What follows belongs to an exercise in optimizing a design on an open flow for small area; a production flow would make more cautious choices.
RTL that was checked went through simulation tests only; none was proved equivalent to the original.
Power and IR drop assume default switching activity.

==> trial 3 <==
// tsi_switch
module tsi_switch (
	input  logic        clk,
	input  logic        reset,
	input  logic        input_valid,
	input  logic [21:0] control,      
	input  logic [7:0]  stream_in,
	output logic [7:0]  stream_out,
	output logic        sync
);
==> flow/config.mk <==
export PLATFORM = sky130hd
export DESIGN_NAME = tsi_switch
export DESIGN_NICKNAME = tsi_switch
export VERILOG_FILES = /design/flow/design.v
export SDC_FILE = /design/flow/constraint.sdc
export NUM_CORES = 4
export LEC_CHECK = 0
export CAP_MARGIN = 0
export CORE_MARGIN = 2
export CORE_UTILIZATION = 60
export PLACE_DENSITY = 0.75
export SLEW_MARGIN = 0
export SYNTH_HIERARCHICAL = 1
export SYNTH_MINIMUM_KEEP_SIZE = 0
==> flow/constraint.sdc <==
create_clock -name core_clock -period 8.0 [get_ports {clk}]
set_input_delay 1.6000 -clock core_clock [delete_from_list [all_inputs] [get_ports {clk}]]
set_output_delay 1.6000 -clock core_clock [all_outputs]
set_load 0.01 [all_outputs]
standard.sh (not shown) runs the stock make flow with config.mk's settings and CLKGATE_MAP_FILE= SYNTH_SCRIPT=/design/flow/synth_recipe.tcl, a recipe that flattens the netlist after the stock synthesis.
==> flow/flow/run.sh <==
#!/bin/bash
# standard layout, with clock tree synthesis told not to add dummy loads
# and the smallest buffer on the ports
export CTS_ARGS="-sink_clustering_enable -repair_clock_nets -dont_use_dummy_load -buf_list sky130_fd_sc_hd__clkbuf_8 -sink_clustering_size 18 -sink_clustering_max_diameter 60"
export BUFFER_PORTS_ARGS="-buffer_cell sky130_fd_sc_hd__buf_1"
bash standard.sh finish > standard.log 2>&1
==> inputs of build 11, as changes to trial 3 <==
--- a/flow/design.v
+++ b/flow/design.v
@@ -2,29 +2,22 @@
 `default_nettype wire
 `default_nettype none
 module tsi_frame_counter (
 	input  logic       clk,
 	input  logic       reset,
 	input  logic       input_valid,
+	output logic [1:0] pos_chan,    
+	output logic [2:0] pos_bit,     
 	output logic [3:0] chan_hot,    
 	output logic [7:0] bit_hot,     
+	output logic       frame_end,
 	output logic       played
 );
 	logic [4:0] count;
-	logic [1:0] pos_chan;
-	logic [2:0] pos_bit;
-	logic       frame_end;
-	logic [4:0] carry;  
 	assign pos_chan = count[4:3];
 	assign pos_bit  = count[2:0];
-	always_comb
-	begin
-		carry[0] = input_valid;
-		for (int i = 1; i < 5; i++)
-			carry[i] = carry[i - 1] && count[i - 1];
-	end
 	always_comb
 	begin
 		for (int i = 0; i < 4; i++)
 			chan_hot[i] = (pos_chan == 2'(i));
 		for (int i = 0; i < 8; i++)
 			bit_hot[i] = (pos_bit == 3'(i));
@@ -36,13 +29,14 @@
 		begin
 			count  <= '0;    
 			played <= 1'b0;  
 		end
 		else
 		begin
-			count <= count ^ carry;  
+			if (input_valid)
+				count <= count + 1'b1;  
 			if (frame_end)
 				played <= 1'b1;
 		end
 	end
 endmodule
 `default_nettype wire
@@ -62,26 +56,17 @@
 	logic [8:0] wr_code;
 	assign wr_en   = control[21];
 	assign wr_addr = control[20:16];
 	assign wr_data = control[15:0];
 	assign wr_on = !reset && wr_data[13];
 	assign wr_code = {wr_on && !wr_data[15], wr_on ? wr_data[7:0] : 8'd0};
-	logic [3:0] hit_lo;
-	logic [7:0] hit_hi;
-	always_comb
-	begin
-		for (int i = 0; i < 4; i++)
-			hit_lo[i] = reset || (wr_en && (wr_addr[1:0] == 2'(i)));
-		for (int i = 0; i < 8; i++)
-			hit_hi[i] = reset || (wr_addr[4:2] == 3'(i));
-	end
 	always_ff @(posedge clk)
 	begin
 		for (int i = 0; i < 32; i++)
 		begin
-			if (hit_hi[i / 4] && hit_lo[i % 4])
+			if (reset || (wr_en && (wr_addr == 5'(i))))
 				words[i] <= wr_code;  
 		end
 	end
 	for (genvar k = 0; k < 8; k++)
 	begin : g_stream
 		for (genvar j = 0; j < 9; j++)
@@ -139,13 +124,14 @@
 `default_nettype none
 module tsi_output_select (
 	input  logic        clk,
 	input  logic        reset,
 	input  logic        input_valid,
 	input  logic        played,
-	input  logic [3:0]  chan_hot,
+	input  logic [1:0]  pos_chan,
+	input  logic [2:0]  pos_bit,
 	input  logic [7:0]  bit_hot,
 	input  logic [71:0] conn_words,
 	input  logic [15:0] src_bits,
 	output logic [7:0]  stream_out,
 	output logic        sync
 );
@@ -179,13 +165,13 @@
 			sync       <= 1'b0;
 		end
 		else
 		begin
 			if (input_valid)
 				stream_out <= next_bits;
-			sync <= input_valid && played && chan_hot[0] && bit_hot[0];
+			sync <= input_valid && played && (pos_chan == 2'd0) && (pos_bit == 3'd0);
 		end
 	end
 endmodule
 `default_nettype wire
 `default_nettype none
 module tsi_switch (
@@ -194,14 +180,17 @@
 	input  logic        input_valid,
 	input  logic [21:0] control,      
 	input  logic [7:0]  stream_in,
 	output logic [7:0]  stream_out,
 	output logic        sync
 );
+	logic [1:0] pos_chan;   
+	logic [2:0] pos_bit;    
 	logic [3:0] chan_hot;   
 	logic [7:0] bit_hot;    
+	logic frame_end;        
 	logic played;           
 	logic [71:0] conn_words;
 	logic [39:0] src_slots;
 	logic [15:0] src_bits;  
 	always_comb
 	begin
@@ -209,14 +198,17 @@
 			src_slots[5*k +: 5] = conn_words[9*k +: 5];
 	end
 	tsi_frame_counter u_tsi_frame_counter (
 		.clk         (clk),
 		.reset       (reset),
 		.input_valid (input_valid),
+		.pos_chan    (pos_chan),
+		.pos_bit     (pos_bit),
 		.chan_hot    (chan_hot),
 		.bit_hot     (bit_hot),
+		.frame_end   (frame_end),
 		.played      (played)
 	);
 	tsi_conn_memory u_tsi_conn_memory (
 		.clk        (clk),
 		.reset      (reset),
 		.control    (control),
@@ -233,13 +225,14 @@
 	);
 	tsi_output_select u_tsi_output_select (
 		.clk         (clk),
 		.reset       (reset),
 		.input_valid (input_valid),
 		.played      (played),
-		.chan_hot    (chan_hot),
+		.pos_chan    (pos_chan),
+		.pos_bit     (pos_bit),
 		.bit_hot     (bit_hot),
 		.conn_words  (conn_words),
 		.src_bits    (src_bits),
 		.stream_out  (stream_out),
 		.sync        (sync)
 	);
@@ -248,70 +241,35 @@
 	input  logic [3:0] d,
 	input  logic [1:0] s,
 	output logic       y
 );
 	assign y = d[s];
 endmodule
-module tsi_aoi3 (
-	input  logic [2:0] a,
-	input  logic [2:0] b,
-	output logic       y
-);
-	assign y = !(|(a & b));
-endmodule
-module tsi_nand2 (
-	input  logic a,
-	input  logic b,
-	output logic y
-);
-	assign y = !(a && b);
-endmodule
-module tsi_nand4 (
-	input  logic [3:0] a,
-	output logic       y
-);
-	assign y = !(&a);
-endmodule
 module tsi_sel4 (
 	input  logic [3:0] d,
 	input  logic [3:0] s,
 	output logic       y
 );
-	logic n_lo;  
-	logic n_hi;  
-	tsi_aoi3  u_lo (.a (d[2:0]), .b (s[2:0]), .y (n_lo));
-	tsi_nand2 u_hi (.a (d[3]), .b (s[3]), .y (n_hi));
-	tsi_nand2 u_or (.a (n_lo), .b (n_hi), .y (y));
+	assign y = |(d & s);
 endmodule
 module tsi_sel8 (
 	input  logic [7:0] d,
 	input  logic [7:0] s,
 	output logic       y
 );
-	logic [3:0] n;  
-	tsi_aoi3  u_g0 (.a (d[2:0]), .b (s[2:0]), .y (n[0]));
-	tsi_aoi3  u_g1 (.a (d[5:3]), .b (s[5:3]), .y (n[1]));
-	tsi_nand2 u_g2 (.a (d[6]), .b (s[6]), .y (n[2]));
-	tsi_nand2 u_g3 (.a (d[7]), .b (s[7]), .y (n[3]));
-	tsi_nand4 u_or (.a (n), .y (y));
+	assign y = |(d & s);
 endmodule
 module tsi_mux32 (
 	input  logic [31:0] d,
 	input  logic [3:0]  s,
 	output logic [1:0]  y
 );
 	logic [7:0] l1;
-	logic [3:0] s_hot;  
-	always_comb
-	begin
-		for (int i = 0; i < 4; i++)
-			s_hot[i] = (s[1:0] == 2'(i));
-	end
 	for (genvar g = 0; g < 8; g++)
 	begin : g_l1
-		tsi_sel4 u_l1 (.d (d[4*g +: 4]), .s (s_hot), .y (l1[g]));
+		tsi_mux4 u_l1 (.d (d[4*g +: 4]), .s (s[1:0]), .y (l1[g]));
 	end
 	for (genvar g = 0; g < 2; g++)
 	begin : g_l2
 		tsi_mux4 u_l2 (.d (l1[4*g +: 4]), .s (s[3:2]), .y (y[g]));
 	end
 endmodule
==> flow/flow/run.sh (replaced) <==
#!/bin/bash
# standard layout, with clock tree synthesis told not to add dummy loads
export CTS_ARGS="-sink_clustering_enable -repair_clock_nets -dont_use_dummy_load -buf_list sky130_fd_sc_hd__clkbuf_8 -sink_clustering_size 20 -sink_clustering_max_diameter 60"
bash standard.sh finish > standard.log 2>&1
CAP_MARGIN = 20   (was 0)
SLEW_MARGIN = 20   (was 0)
==> inputs of trial 34, as changes to trial 3 <==
==> flow/flow/run.sh (replaced) <==
#!/bin/bash
# standard layout, with clock tree synthesis told not to add dummy loads,
# the smallest buffer on the ports, and non-critical gates downsized
export CTS_ARGS="-sink_clustering_enable -repair_clock_nets -dont_use_dummy_load -buf_list sky130_fd_sc_hd__clkbuf_8 -sink_clustering_size 18 -sink_clustering_max_diameter 60"
export BUFFER_PORTS_ARGS="-buffer_cell sky130_fd_sc_hd__buf_1"
export RECOVER_POWER=100
bash standard.sh finish > standard.log 2>&1
CORE_UTILIZATION = 52   (was 60)
PLACE_DENSITY = 0.68   (was 0.75)
==> inputs of build 15, as changes to trial 3 <==
==> flow/design.v (replaced) <==
`default_nettype none
`default_nettype wire
`default_nettype none
module tsi_frame_counter (
	input  logic       clk,
	input  logic       reset,
	input  logic       input_valid,
	output logic [1:0] pos_chan,    
	output logic [2:0] pos_bit,     
	output logic       frame_end,
	output logic       played
);
	logic [4:0] count;
	assign pos_chan = count[4:3];
	assign pos_bit  = count[2:0];
	assign frame_end = input_valid && (count == 5'd31);
	always_ff @(posedge clk)
	begin
		if (reset)
		begin
			count  <= '0;    
			played <= 1'b0;  
		end
		else
		begin
			if (input_valid)
				count <= count + 1'b1;  
			if (frame_end)
				played <= 1'b1;
		end
	end
endmodule
`default_nettype wire
`default_nettype none
module tsi_conn_memory (
	input  logic        clk,
	input  logic        reset,
	input  logic [21:0] control,
	input  logic [1:0]  pos_chan,
	output logic [71:0] conn_words   
);
	logic [8:0] words [32];  
	logic       wr_en;
	logic [4:0] wr_addr;
	logic [15:0] wr_data;
	logic       wr_on;
	logic [8:0] wr_code;
	assign wr_en   = control[21];
	assign wr_addr = control[20:16];
	assign wr_data = control[15:0];
	assign wr_on = !reset && wr_data[13];
	assign wr_code = {wr_on && !wr_data[15], wr_on ? wr_data[7:0] : 8'd0};
	always_ff @(posedge clk)
	begin
		for (int i = 0; i < 32; i++)
		begin
			if (reset || (wr_en && (wr_addr == 5'(i))))
				words[i] <= wr_code;  
		end
	end
	for (genvar k = 0; k < 8; k++)
	begin : g_stream
		for (genvar j = 0; j < 9; j++)
		begin : g_bit
			tsi_mux4 u_sel (
				.d ({words[4*k + 3][j], words[4*k + 2][j], words[4*k + 1][j], words[4*k][j]}),
				.s (pos_chan),
				.y (conn_words[9*k + j])
			);
		end
	end
endmodule
`default_nettype wire
`default_nettype none
module tsi_speech_memory (
	input  logic        clk,
	input  logic        input_valid,
	input  logic [1:0]  pos_chan,
	input  logic [7:0]  stream_in,
	input  logic [39:0] src_slots,   
	output logic [15:0] src_bits     
);
	logic [55:0] line [8];
	logic [31:0] slot_bits;
	always_ff @(posedge clk)
	begin
		for (int k = 0; k < 8; k++)
		begin
			if (input_valid)
				line[k] <= {line[k][54:0], stream_in[k]};
		end
	end
	for (genvar k = 0; k < 8; k++)
	begin : g_slot_stream
		for (genvar cs = 0; cs < 4; cs++)
		begin : g_slot_chan
			tsi_mux4 u_tap (
				.d ({line[k][8*(7 - cs) - 1], line[k][8*(6 - cs) - 1],
				     line[k][8*(5 - cs) - 1], line[k][8*(4 - cs) - 1]}),
				.s (pos_chan),
				.y (slot_bits[4*k + cs])
			);
		end
	end
	for (genvar k = 0; k < 8; k++)
	begin : g_read
		tsi_mux32 u_read (
			.d (slot_bits),
			.s (src_slots[5*k +: 4]),
			.y (src_bits[2*k +: 2])
		);
	end
endmodule
`default_nettype wire
`default_nettype none
module tsi_output_select (
	input  logic        clk,
	input  logic        reset,
	input  logic        input_valid,
	input  logic        played,
	input  logic [1:0]  pos_chan,
	input  logic [2:0]  pos_bit,
	input  logic [71:0] conn_words,
	input  logic [15:0] src_bits,
	output logic [7:0]  stream_out,
	output logic        sync
);
	logic [7:0] pat_lo;     
	logic [7:0] pat_hi;     
	logic [7:0] next_bits;  
	for (genvar k = 0; k < 8; k++)
	begin : g_pat
		tsi_mux4 u_lo (
			.d (conn_words[9*k +: 4]),
			.s (pos_bit[1:0]),
			.y (pat_lo[k])
		);
		tsi_mux4 u_hi (
			.d (conn_words[9*k + 4 +: 4]),
			.s (pos_bit[1:0]),
			.y (pat_hi[k])
		);
	end
	always_comb
	begin
		for (int k = 0; k < 8; k++)
		begin
			if (!played)
				next_bits[k] = 1'b0;                                     
			else if (conn_words[9*k + 8])
				next_bits[k] = src_bits[2*k + 32'(conn_words[9*k + 4])];  
			else
				next_bits[k] = pos_bit[2] ? pat_hi[k] : pat_lo[k];       
		end
	end
	always_ff @(posedge clk)
	begin
		if (reset)
		begin
			stream_out <= '0;
			sync       <= 1'b0;
		end
		else
		begin
			if (input_valid)
				stream_out <= next_bits;
			sync <= input_valid && played && (pos_chan == 2'd0) && (pos_bit == 3'd0);
		end
	end
endmodule
`default_nettype wire
`default_nettype none
module tsi_switch (
	input  logic        clk,
	input  logic        reset,
	input  logic        input_valid,
	input  logic [21:0] control,      
	input  logic [7:0]  stream_in,
	output logic [7:0]  stream_out,
	output logic        sync
);
	logic [1:0] pos_chan;   
	logic [2:0] pos_bit;    
	logic frame_end;        
	logic played;           
	logic [71:0] conn_words;
	logic [39:0] src_slots;
	logic [15:0] src_bits;  
	always_comb
	begin
		for (int k = 0; k < 8; k++)
			src_slots[5*k +: 5] = conn_words[9*k +: 5];
	end
	tsi_frame_counter u_tsi_frame_counter (
		.clk         (clk),
		.reset       (reset),
		.input_valid (input_valid),
		.pos_chan    (pos_chan),
		.pos_bit     (pos_bit),
		.frame_end   (frame_end),
		.played      (played)
	);
	tsi_conn_memory u_tsi_conn_memory (
		.clk        (clk),
		.reset      (reset),
		.control    (control),
		.pos_chan   (pos_chan),
		.conn_words (conn_words)
	);
	tsi_speech_memory u_tsi_speech_memory (
		.clk         (clk),
		.input_valid (input_valid),
		.pos_chan    (pos_chan),
		.stream_in   (stream_in),
		.src_slots   (src_slots),
		.src_bits    (src_bits)
	);
	tsi_output_select u_tsi_output_select (
		.clk         (clk),
		.reset       (reset),
		.input_valid (input_valid),
		.played      (played),
		.pos_chan    (pos_chan),
		.pos_bit     (pos_bit),
		.conn_words  (conn_words),
		.src_bits    (src_bits),
		.stream_out  (stream_out),
		.sync        (sync)
	);
endmodule
module tsi_mux4 (
	input  logic [3:0] d,
	input  logic [1:0] s,
	output logic       y
);
	assign y = d[s];
endmodule
module tsi_mux32 (
	input  logic [31:0] d,
	input  logic [3:0]  s,
	output logic [1:0]  y
);
	logic [7:0] l1;
	for (genvar g = 0; g < 8; g++)
	begin : g_l1
		tsi_mux4 u_l1 (.d (d[4*g +: 4]), .s (s[1:0]), .y (l1[g]));
	end
	for (genvar g = 0; g < 2; g++)
	begin : g_l2
		tsi_mux4 u_l2 (.d (l1[4*g +: 4]), .s (s[3:2]), .y (y[g]));
	end
endmodule
`default_nettype wire
==> flow/flow/run.sh (replaced) <==
#!/bin/bash
# standard layout, with clock tree synthesis told not to add dummy loads
export CTS_ARGS="-sink_clustering_enable -repair_clock_nets -dont_use_dummy_load -buf_list sky130_fd_sc_hd__clkbuf_8 -sink_clustering_size 22 -sink_clustering_max_diameter 60"
bash standard.sh finish > standard.log 2>&1
CAP_MARGIN = 20   (was 0)
SLEW_MARGIN = 20   (was 0)
==> results.txt <==
Trial 34 finished with capacitance limit, slew limit left. Build 15 passed the timing, DRC and antenna checks. Trial 3 finished clean. Build 11 produced a clean layout. Between build 11 and build 15, the lower worst hold slack is in build 11 (gap 14 ps). Cell count, lowest first: build 15, build 11, trial 3, trial 34. In flip-flop and latch count, build 11 and trial 3 do not differ. Maximum frequency, highest first: trial 3, build 15, build 11, trial 34. The highest total power belongs to trial 34, the lowest to build 15. Against trial 3, the sequential share of layout area of build 11 is lower by 1.5 points. Die area, lowest first: trial 3, build 11, build 15, trial 34. The highest worst setup slack belongs to trial 3, the lowest to trial 34.
==> figures <==
metric                                                                         build 11                       trial 3                       trial 34                      build 15
Buffer count excluding the clock tree in the final layout                            52                            57                             59                            49
Non-clock inverters                                                                   3                             2                              2                             0
Fraction of power consumed by the clock network                                   0.235                         0.241                          0.243                         0.232
EDFF count, synth                                                                     -                           736                            736                             -
First element of the critical path                         u_tsi_frame_counter.count[3]  u_tsi_frame_counter.count[4]                    input_valid  u_tsi_frame_counter.count[4]
Top_reg_cell synth                                                                    -                      edfxtp_1                       edfxtp_1                             -
Core Area                                                                     45300 µm²                     44400 µm²                      51400 µm²                     45600 µm²
Critical path type                                                              reg2reg                       reg2reg                         in2reg                       reg2reg
Power density over cell area                                                 226 nW/µm²                    233 nW/µm²                     233 nW/µm²                    223 nW/µm²
Reg-to-reg startpoint                                      u_tsi_frame_counter.count[3]  u_tsi_frame_counter.count[4]   u_tsi_frame_counter.count[3]  u_tsi_frame_counter.count[4]
Final HPWL from detailed placement                                             30600 µm                      31800 µm                       31100 µm                      27800 µm
Worst-case setup margin in the final layout                                     3750 ps                       3910 ps                        2590 ps                       3890 ps
Result of the run                                      no timing/DRC/antenna violations  no timing/DRC/antenna violations       finished with violations  no timing/DRC/antenna violations
Layout check failures                                                                 -                             -  capacitance limit, slew limit                             -
Final setup skew                                                                83.4 ps                       57.8 ps                        43.6 ps                       76.2 ps
Layout-to-synthesis area ratio                                                   1.069x                        1.065x                         1.067x                        1.066x
Clk tree area frac                                                               0.0215                        0.0239                         0.0238                        0.0209
Most common cell in the netlist                                                       -                      edfxtp_1                       edfxtp_1                             -
Function not checked in build 15: the RTL went through the layout flow alone.

port drivers added, routing unchanged:
The flow's constraints put no driver on any port. The routed layouts listed below were extracted and timed again, unchanged, in two steps. Step 1 (the two cells are an assumption about what drives the block):
set clk [get_ports {clk}]
set_driving_cell -lib_cell sky130_fd_sc_hd__clkbuf_16 $clk
set_driving_cell -lib_cell sky130_fd_sc_hd__buf_2 [delete_from_list [all_inputs] $clk]
Step 2 also shifts input and output timing later by t, the mid clock arrival at the registers, as if the neighbouring blocks saw the same clock. Three values: no drivers, after step 1, after step 2; two values: the first two.
| run | t (ns) | slack for setup (ns) | clock arrival spread, ns | worst data-port slew with drivers (ns) | cell pins on the clock port's net |
|---|---|---|---|---|---|
| trial 3 | 0.706 | 3.912 / 3.912 / 3.679 | 0.072 / 0.071 | 0.04 | 1 |
| build 11 | 0.679 | 3.750 / 3.750 / 3.750 | 0.097 / 0.097 | 0.07 | 1 |
| trial 34 | 0.688 | 2.591 / 2.601 / 1.914 | 0.051 / 0.051 | 0.03 | 1 |
| build 15 | 0.679 | 3.889 / 3.889 / 3.889 | 0.080 / 0.080 | 0.05 | 1 |
For trial 34, which loses most, drivers alone change the setup slack by +0.010 ns; drivers and shift together by -0.677 ns.
